What follows belongs to an exercise in optimizing a design on an open flow for small area; a production flow would make more cautious choices.
At most, simulation tests tie the RTL to the original design; equivalence was not proved.

==> run a: inputs <==
## dmaTop
module dmaTop #(
  parameter int numChannels = 4
) (
  input  logic                   clk,
  input  logic                   rst_b,
  input  logic [7:0]             ioAddr,
  input  logic                   ioWrite,
  input  logic [31:0]            ioWdata,
  output logic [31:0]            ioRdata,
  input  logic [7:0]             vcount,
  input  logic [7:0]             hcount,
  input  logic                   cpuPreemptable,
  output logic                   memActive,
  output logic [31:0]            memAddr,
  output logic                   memWrite,
  output logic [1:0]             memSize,
  output logic [31:0]            memWdata,
  input  logic [31:0]            memRdata,
  input  logic                   memWait,
  output logic [numChannels-1:0] irq
);
  localparam int CountBits = dmaRegPkg::CountBits;
  localparam logic [2:0] sOff   = 3'b000;
  localparam logic [2:0] sIdle  = 3'b001;
  localparam logic [2:0] sQueue = 3'b011;
  localparam logic [2:0] sRead  = 3'b100;
  localparam logic [2:0] sWrite = 3'b110;
  logic [numChannels-1:0][31:0] sad, dad, cnt;
  logic [numChannels-1:0] sadValid, dadValid, cntValid;
  logic [numChannels-1:0] clearEnable;
  always_ff @(posedge clk or negedge rst_b) begin
    if (!rst_b) begin
      sadValid <= '0;
      dadValid <= '0;
      cntValid <= '0;
    end else begin
      for (int ch = 0; ch < numChannels; ch++) begin
        if (ioWrite && ioAddr == 8'(ch * 12 + 0)) sadValid[ch] <= 1'b1;
        if (ioWrite && ioAddr == 8'(ch * 12 + 4)) dadValid[ch] <= 1'b1;
        if (ioWrite && ioAddr == 8'(ch * 12 + 8)) cntValid[ch] <= 1'b1;
      end
    end
  end
  always_ff @(posedge clk) begin
    for (int ch = 0; ch < numChannels; ch++) begin
      if (clearEnable[ch]) cnt[ch][dmaRegPkg::EnableBit] <= 1'b0;
      if (ioWrite && ioAddr == 8'(ch * 12 + 0)) sad[ch] <= ioWdata;
      if (ioWrite && ioAddr == 8'(ch * 12 + 4)) dad[ch] <= ioWdata;
      if (ioWrite && ioAddr == 8'(ch * 12 + 8)) cnt[ch] <= ioWdata;
    end
  end
  always_comb begin
    ioRdata = '0;
    for (int ch = 0; ch < numChannels; ch++) begin
      if (ioAddr == 8'(ch * 12 + 0) && sadValid[ch]) ioRdata = sad[ch];
      if (ioAddr == 8'(ch * 12 + 4) && dadValid[ch]) ioRdata = dad[ch];
      if (ioAddr == 8'(ch * 12 + 8) && cntValid[ch]) ioRdata = cnt[ch];
    end
  end
  logic [numChannels-1:0][2:0] state;
  ...
make LEC_CHECK=0 CAP_MARGIN=20 CORE_MARGIN=2 CORE_UTILIZATION=40 SLEW_MARGIN=20 finish   # period 10.0 ns
run.sh (not shown) runs the stock make flow with config.mk's settings and CLKGATE_MAP_FILE= SYNTH_SCRIPT=/design/flow/synth_recipe.tcl, a recipe that flattens the netlist after the stock synthesis.
==> run b (differences from run a) <==
--- a/flow/design.v
+++ b/flow/design.v
@@ -143,19 +143,23 @@
   assign memActive = |active;
   assign memSize = {ownWord, ~ownWord};
   assign memWdata = {ownWord ? dataLatch[31:16] : dataLatch[15:0], dataLatch[15:0]};
   assign stepped = {ownDec ? memAddr[31:1] - {29'd0, ownWord, ~ownWord}
                            : memAddr[31:1] + {29'd0, ownWord, ~ownWord}, memAddr[0]};
   assign ownUnitsNext = ownUnits - 1'b1;
   assign ownDone = ownUnits == CountBits'(1);
+  logic readDone, readHigh, readLow;
+  assign readDone = memActive && !memWrite && !memWait;
+  assign readHigh = readDone && !ownWord && memAddr[1];
+  assign readLow = readDone && (ownWord || !memAddr[1]);
   always_ff @(posedge clk) begin
-    if (memActive && !memWrite && !memWait) begin
-      if (ownWord) dataLatch <= memRdata;
-      else dataLatch <= {16'h0, memAddr[1] ? memRdata[31:16] : memRdata[15:0]};
-    end
+    dataLatch[15:0] <= (memRdata[15:0] & {16{readLow}}) | (memRdata[31:16] & {16{readHigh}}) |
+                       (dataLatch[15:0] & {16{!readDone}});
+    dataLatch[31:16] <= (memRdata[31:16] & {16{readDone && ownWord}}) |
+                        (dataLatch[31:16] & {16{!readDone}});
   end
   for (genvar ch = 0; ch < numChannels; ch++) begin : chanGen
     logic enable, repeatMode, wordSize, irqEnable;
     logic [1:0] srcCtl, destCtl, timing;
     logic start, canBegin, unitsDone, lastWriteDone, loadAll;
     assign destCtl = cnt[ch][dmaRegPkg::DestCtlPos +: 2];
     assign srcCtl = cnt[ch][dmaRegPkg::SrcCtlPos +: 2];
@@ -195,22 +199,31 @@
           default: begin  
             if (!enable) state[ch] <= sOff;
             else if (canBegin) state[ch] <= sRead;
           end
         endcase
       end
     end
+    logic srcLoad, srcStep, srcHold, destLoad, destStep, destHold;
+    assign srcLoad = loadAll && sadValid[ch];
+    assign srcStep = owner[ch] && !writing[ch] && !memWait && srcCtl != 2'd2;
+    assign srcHold = !loadAll && !srcStep;
+    assign destLoad = (loadAll || (lastWriteDone && repeatMode && destCtl == 2'd3));
+    assign destStep = writing[ch] && !memWait && destCtl != 2'd2 && !destLoad;
+    assign destHold = !destLoad && !destStep;
     always_ff @(posedge clk) begin
-      if (loadAll) srcAddr[ch] <= sadValid[ch] ? sad[ch] : 32'd0;
-      else if (owner[ch] && !writing[ch] && !memWait && srcCtl != 2'd2) srcAddr[ch] <= stepped;
-    end
+      srcAddr[ch] <= (sad[ch] & {32{srcLoad}}) | (stepped & {32{srcStep}}) |
+                     (srcAddr[ch] & {32{srcHold}});
+      destAddr[ch] <= (dad[ch] & {32{destLoad && dadValid[ch]}}) | (stepped & {32{destStep}}) |
+                      (destAddr[ch] & {32{destHold}});
+    end
+    logic unitsLoad, unitsStep;
+    assign unitsLoad = loadAll || (lastWriteDone && repeatMode);
+    assign unitsStep = writing[ch] && !memWait && !unitsLoad;
     always_ff @(posedge clk) begin
-      if (loadAll || (lastWriteDone && repeatMode && destCtl == 2'd3)) destAddr[ch] <= dadValid[ch] ? dad[ch] : 32'd0;
-      else if (writing[ch] && !memWait && destCtl != 2'd2) destAddr[ch] <= stepped;
-    end
-    always_ff @(posedge clk) begin
-      if (loadAll || (lastWriteDone && repeatMode)) unitsLeft[ch] <= cnt[ch][CountBits-1:0];
-      else if (writing[ch] && !memWait) unitsLeft[ch] <= ownUnitsNext;
+      unitsLeft[ch] <= (cnt[ch][CountBits-1:0] & {CountBits{unitsLoad}}) |
+                       (ownUnitsNext & {CountBits{unitsStep}}) |
+                       (unitsLeft[ch] & {CountBits{!unitsLoad && !unitsStep}});
     end
   end
 endmodule
 `default_nettype wire
==> flow/flow/run.sh (new file) <==
#!/bin/bash
# Standard layout, unchanged; each tool's output goes to its own log here.
set -e
bash standard.sh > standard.log 2>&1
==> flow/standard.sh (new file) <==
#!/bin/bash
# synth_recipe.tcl (not shown) runs the flow's synth.tcl, then flattens the netlist and writes it again
# the make line also repeats each setting of config.mk as NAME=value (left out here)
make -C /OpenROAD-flow-scripts/flow DESIGN_CONFIG=/design/flow/config.mk WORK_HOME=/design/flow/orfs CLKGATE_MAP_FILE= SYNTH_SCRIPT=/design/flow/synth_recipe.tcl "${@:-finish}"
removed: flow/run.sh
==> key figures <==
Outcome
  • Status: no timing/DRC/antenna violations

Placed design
  • GPL Wtd Cong: a little under 1

Worst hold path
  • Hold_sp: cnt[104]

Worst setup path
  • Reg-to-reg slack, setup: approximately 2.8 ns

STA
  • Setup slack after layout: around 1.3 ns

Cells and area
  • FILL cells: between 7,000 and 8,000

Floorplan
  • Starting density of the core: between 40% and 50%

Clock tree
  • Clk Latency, worst-skew pair: between 0.6 and 0.7 ns
# the run above: run a

==> key figures <==
Cells and area
  • FILL cells: between 7,000 and 8,000

Outcome
  • Status: no timing/DRC/antenna violations

Floorplan
  • Starting density of the core: about 40%
  • Row cnt: 105
  • Core box area: 82,000 um2

Clock tree
  • Clk Latency, worst-skew pair: approximately 0.66 ns

Worst hold path
  • Hold_sp: srcAddr[0]

Worst setup path
  • Reg-to-reg slack, setup: ~3.5 ns

STA
  • Worst Tran Pin Value: between 1 and 1.5 ns
  • Setup slack after layout: 1.79 ns

Placed design
  • GPL Wtd Cong: approximately 0.90
# the run above: run b

Only the layout flow was run in run b; the RTL was not checked for function there.

## separate check: timing with driven ports
No port has a modelled driver above. Below, the same layouts with a new extraction and two added sets of constraints. Step 1: set_driving_cell puts a clkbuf_16 on clk and a buf_2 on each other input, an assumption about the parent block. Step 2 moves the port delays by t, midway between the first and last clock arrival at a register: inputs arrive t later, outputs are due t later. That takes back most of the time a late clock gives input paths. Three values: ideal ports, drivers, drivers and shift; two values: the first two.
| run | t (ns) | setup slack, ns | worst hold slack (ns) | worst setup path after step 2 |
|---|---|---|---|---|
| run a | 0.699 | 1.305 / 1.281 / 1.281 | 0.565 / 0.565 / 0.565 | input to output |
| run b | 0.710 | 1.789 / 1.762 / 1.762 | 0.458 / 0.458 / 0.458 | input to output |
After both steps every run listed still meets setup and hold. The setup slack of run b, which loses most, moves by -0.027 ns with the drivers and by -0.027 ns with both steps.
